This is an optimization exercise on Yosys and OpenROAD, whose aim is small area, a short achievable clock period and few clock cycles, not a production implementation.
In this exercise RTL edits were held to simulation tests only and were not proved equivalent to the original.

Design rv_muldiv, start of the top module:
module rv_muldiv #(
  parameter int g_width = 32
) (
  input  logic               clk_i,
  input  logic               rst_n_i,
  input  logic               x_stall_i,
  input  logic               x_kill_i,
  input  logic               d_valid_i,
  input  logic               d_is_muldiv_i,
  input  logic [2:0]         d_fun_i,
  input  logic [g_width-1:0] d_rs1_i,
  input  logic [g_width-1:0] d_rs2_i,
  output logic               x_stall_req_o,
  output logic [g_width-1:0] x_rd_o,
  output logic               x_done_o
);
For scale: ~3500 cells after synthesis, roughly 130 flip-flops, roughly 110 I/O pins.
Settings: LEC_CHECK=0, ABC_AREA=1, CAP_MARGIN=20, CORE_MARGIN=2, CORE_UTILIZATION=45, PLACE_DENSITY=0.75, SETUP_SLACK_MARGIN=5.0, SLEW_MARGIN=20; clock period 10.0 ns.
standard.sh (not shown) runs the stock make flow with config.mk's settings and CLKGATE_MAP_FILE= SYNTH_SCRIPT=/design/flow/synth_recipe.tcl, a recipe that flattens the netlist after the stock synthesis.
==> flow/flow/run.sh <==
#!/bin/bash
set -euo pipefail
export BUFFER_PORTS_ARGS="-buffer_cell sky130_fd_sc_hd__buf_1"
bash standard.sh finish > standard_run.log 2>&1
The first run completed with no timing, DRC or antenna violations.
Testbench counts at the start, summed over its fixed seeds: cycles 21,290.
Edit:
==> flow/flow/run.sh (replaced) <==
#!/bin/bash
set -euo pipefail
export BUFFER_PORTS_ARGS="-buffer_cell sky130_fd_sc_hd__buf_2"
bash standard.sh finish > standard_run.log 2>&1
PLACE_DENSITY = 0.65   (was 0.75)
SETUP_SLACK_MARGIN = 4.8   (was 5.0)
=>
- setup slack gets worse by 180 ps
- flip-flop and latch count is unchanged
- final area falls by about 1.3%
- synthesized area does not change
- final cell count went down by 0.80%
- wire length fell by 0.63%
- register-to-register slack loses 180 ps
- via count is lower by 1.9%
- core utilization shrinks by 0.64 points
- sequential share of layout area grows by 0.21 points
Edit:
PLACE_DENSITY = 0.75   (was 0.65)
SETUP_SLACK_MARGIN = 5.0   (was 4.8)
Register-to-register slack improved by 220 ps.
Hold slack is better by 23 ps.
Count of clock-buffer cells in the layout came out lower by 3.
Final area climbs by 1.4%.
Synthesized area does not change.
Routed wire length rises by 0.91%.
Non-clock buffer count goes up by 15.
Worst setup slack improves by 190 ps.
Edit:
SETUP_SLACK_MARGIN = 4.8   (was 5.0)
Clock-buffer cell count is unchanged; non-clock buffer count goes down by 17; design area shrinks by 1.7%.
Edit:
ABC_AREA = not set   (was 1)
The new run finished with timing, DRC and antenna clean.
Wire length decreases by a few percent.
Die area decreases by a little under a tenth.
Design area increases slightly.

* * *

Another version of the RTL of rv_muldiv (not shown whole).
Size in the first run: roughly 3400 cells after synthesis, ~130 flip-flops, ~110 I/O pins, about 22000 µm² of cells after synthesis.
Design rv_muldiv, start of the top module:
module rv_muldiv #(
  parameter int g_width = 32
) (
  input  logic               clk_i,
  input  logic               rst_n_i,
  input  logic               x_stall_i,
  input  logic               x_kill_i,
  input  logic               d_valid_i,
  input  logic               d_is_muldiv_i,
  input  logic [2:0]         d_fun_i,
  input  logic [g_width-1:0] d_rs1_i,
  input  logic [g_width-1:0] d_rs2_i,
  output logic               x_stall_req_o,
  output logic [g_width-1:0] x_rd_o,
  output logic               x_done_o
);
Settings: LEC_CHECK=0, ABC_AREA=1, CAP_MARGIN=20, CORE_MARGIN=2, CORE_UTILIZATION=45, CTS_BUF_LIST=sky130_fd_sc_hd__clkbuf_4 sky130_fd_sc_hd__clkbuf_8, SETUP_SLACK_MARGIN=4.8, SLEW_MARGIN=20; clock period 10.0 ns.
==> flow/flow/run.sh <==
#!/bin/bash
set -euo pipefail
export BUFFER_PORTS_ARGS="-buffer_cell sky130_fd_sc_hd__buf_2"
bash standard.sh finish > standard_run.log 2>&1
The first run completed without violations.
Testbench counts at the start, summed over its fixed seeds: cycles 21,290.
Edit:
--- a/flow/config.mk
+++ b/flow/config.mk
@@ -11,3 +11,2 @@
 export CORE_UTILIZATION = 45
-export CTS_BUF_LIST = sky130_fd_sc_hd__clkbuf_4 sky130_fd_sc_hd__clkbuf_8
 export SETUP_SLACK_MARGIN = 4.8
The changed run went through all stages and came out clean.
Area after synthesis stays the same.
Die area stays the same.
Core utilization is about the same.
Flip-flop and latch count is unchanged.
Edit:
--- a/flow/config.mk
+++ b/flow/config.mk
@@ -11,3 +11,3 @@
 export CORE_UTILIZATION = 45
-export SETUP_SLACK_MARGIN = 4.8
+export SETUP_SLACK_MARGIN = 4.4
 export SLEW_MARGIN = 20
The new run finished clean.
Maximum frequency drops by 5.2%.
Synthesized area does not change.
Clock skew barely changes.
Design area drops by 2.6%.
Non-clock buffer count drops by 13.
Sequential share of layout area climbs by 0.41 points.
Edit:
--- a/flow/config.mk
+++ b/flow/config.mk
@@ -11,3 +11,3 @@
 export CORE_UTILIZATION = 45
-export SETUP_SLACK_MARGIN = 4.4
+export SETUP_SLACK_MARGIN = 5.0
 export SLEW_MARGIN = 20
Effect: Synthesized area is unchanged; sequential share of layout area went down by 1.1 points; routed wire length went up by a few percent; via count went up by a few percent.

* * *

Setup of lane 1:
rv_muldiv, a different RTL version from the one above (not shown whole).
For scale: roughly 110 I/O pins.
// rv_muldiv
module rv_muldiv #(
  parameter int g_width = 32
) (
  input  logic               clk_i,
  input  logic               rst_n_i,
  input  logic               x_stall_i,
  input  logic               x_kill_i,
  input  logic               d_valid_i,
  input  logic               d_is_muldiv_i,
  input  logic [2:0]         d_fun_i,
  input  logic [g_width-1:0] d_rs1_i,
  input  logic [g_width-1:0] d_rs2_i,
  output logic               x_stall_req_o,
  output logic [g_width-1:0] x_rd_o,
  output logic               x_done_o
);
  localparam int NS = rv_defs::NumStates;
  logic [NS-1:0] st_q, st_d;       
  logic [32:0]   a_q, a_d;         
  logic [31:0]   l_q, l_d;         
  logic [39:0]   h_q, h_d;         
  logic [11:0]   bsel_q, bsel_d;   
  logic [4:0]    cnt_q, cnt_d;
  logic [2:0]    osel_q, osel_d;   
  logic          neg_q, neg_d, corr_q, corr_d;
  logic          busy_q;           
  logic          load, start;
  assign load  = d_valid_i & d_is_muldiv_i & st_q[rv_defs::S_IDLE];
  assign start = load & rst_n_i & ~x_kill_i;
  function automatic logic [11:0] booth_dec(logic [8:0] x);
    logic [3:0] one, two, neg;
    for (int j = 0; j < 4; j++) begin
      one[j] = x[2*j] ^ x[2*j+1];
      two[j] = (x[2*j+2] & ~x[2*j+1] & ~x[2*j]) | (~x[2*j+2] & x[2*j+1] & x[2*j]);
      neg[j] = x[2*j+2];
    end
    booth_dec = {neg, two, one};
  endfunction
  localparam logic [11:0] BoothPlusOne = 12'b0000_0000_0001;
  logic [3:0]  b_one, b_two, b_neg;
  logic [33:0] pp [4];
  logic [39:0] msum;
  assign {b_neg, b_two, b_one} = bsel_q;
  always_comb begin
    for (int j = 0; j < 4; j++)
      pp[j] = (({34{b_one[j]}} & {a_q[32], a_q}) |
               ({34{b_two[j]}} & {a_q, 1'b0})) ^ {34{b_neg[j]}};
  end
  localparam logic [39:0] SignFix = 40'h55_8000_0000;
  logic [39:0] r0, r1, r2, r3, r4, r5;
  logic [39:0] s1, c1, s2, c2, s3, c3, s4, c4;
  function automatic logic [79:0] csa(logic [39:0] x, logic [39:0] y, logic [39:0] z);
    csa = {((x & y) | (x & z) | (y & z)) << 1, x ^ y ^ z};
  endfunction
  assign r0 = {8'd0, ~h_q[39], h_q[38:8]};
  assign r1 = {6'd0, ~pp[0][33], pp[0][32:0]};
  assign r2 = {4'd0, ~pp[1][33], pp[1][32:0], 2'b0};
  assign r3 = {2'd0, ~pp[2][33], pp[2][32:0], 4'b0};
  assign r4 = {~pp[3][33], pp[3][32:0], 6'b0};
  assign r5 = SignFix | {33'd0, b_neg[3], 1'b0, b_neg[2], 1'b0, b_neg[1], 1'b0, b_neg[0]};
  ...
==> flow/config.mk <==
export PLATFORM = sky130hd
export DESIGN_NAME = rv_muldiv
export DESIGN_NICKNAME = rv_muldiv
export VERILOG_FILES = /design/flow/design.v
export SDC_FILE = /design/flow/constraint.sdc
export NUM_CORES = 4
export LEC_CHECK = 0
export ABC_AREA = 1
export CAP_MARGIN = 20
export CORE_MARGIN = 2
export CORE_UTILIZATION = 45
export SETUP_SLACK_MARGIN = 5.0
export SLEW_MARGIN = 20
==> flow/constraint.sdc <==
create_clock -name core_clock -period 10.0 [get_ports {clk_i}]
set_input_delay 2.0000 -clock core_clock [delete_from_list [all_inputs] [get_ports {clk_i}]]
set_output_delay 2.0000 -clock core_clock [all_outputs]
set_load 0.01 [all_outputs]
Scripts as last shown in full above: flow/flow/run.sh
Testbench counts of lane 1, summed over its fixed seeds: cycles 21,290.
diff inputs: lane 1 => lane 2
Settings: swapping 5.0 for 4.8 in SETUP_SLACK_MARGIN.
[summary]
- Comparing lane 1 and lane 2, the higher met3 capacity usage during global routing was measured on lane 2.
- When the final numbers for lane 1 and lane 2 were put side by side, the final worst setup slack turned out to be greater in lane 1.
- Count of non-CTS buffers in the layout (lane 2 vs. lane 1) decreases by more than a quarter
- As far as I/O pin total goes, lane 2 and lane 1 are indistinguishable; the numbers are identical.

## port drivers added, routing unchanged
No port has a modelled driver above. Below, the same layouts with a new extraction and two added sets of constraints. Step 1, drivers: a clkbuf_16 drives clk_i and a buf_2 each remaining input, both assumed. Step 2 moves the port delays by t, midway between the first and last clock arrival at a register: inputs arrive t later, outputs are due t later. That takes back most of the time a late clock gives input paths. a / b / c = ideal / step 1 / step 2; a / b = the first two.
run | t, ns | setup WS [ns] | worst hold slack (ns) | latest minus earliest clock arrival (ns) | worst data-port slew with drivers (ns)
the first run of note 1 | 0.518 | 5.021 / 4.965 / 5.021 | 0.578 / 0.578 / 0.578 | 0.014 / 0.013 | 0.05
the second run of note 1 | 0.532 | 4.842 / 4.842 / 4.842 | 0.572 / 0.572 / 0.572 | 0.017 / 0.018 | 0.04
the third run of note 1 | 0.544 | 5.033 / 4.975 / 5.060 | 0.595 / 0.595 / 0.595 | 0.014 / 0.013 | 0.05
the fourth run of note 1 | 0.535 | 4.879 / 4.879 / 4.879 | 0.588 / 0.588 / 0.588 | 0.011 / 0.012 | 0.05
the fifth run of note 1 | 0.508 | 4.390 / 4.335 / 4.295 | 0.579 / 0.579 / 0.579 | 0.017 / 0.017 | 0.14
the first run of note 2 | 0.608 | 4.827 / 4.765 / 4.884 | 0.506 / 0.506 / 0.506 | 0.030 / 0.030 | 0.08
the second run of note 2 | 0.540 | 4.866 / 4.800 / 4.931 | 0.509 / 0.509 / 0.509 | 0.024 / 0.023 | 0.08
the third run of note 2 | 0.546 | 4.582 / 4.516 / 4.591 | 0.502 / 0.502 / 0.502 | 0.021 / 0.021 | 0.08
the fourth run of note 2 | 0.538 | 4.963 / 4.930 / 4.963 | 0.502 / 0.502 / 0.502 | 0.020 / 0.021 | 0.08
lane 1 | 0.545 | 5.019 / 4.956 / 4.827 | 0.616 / 0.616 / 0.616 | 0.017 / 0.016 | 0.13
lane 2 | 0.542 | 4.822 / 4.822 / 4.487 | 0.612 / 0.612 / 0.612 | 0.019 / 0.019 | 0.12
After both steps setup and hold are still met in every run listed. The setup slack of lane 2, which loses most, moves by 0.000 ns with the drivers and by -0.335 ns with both steps.
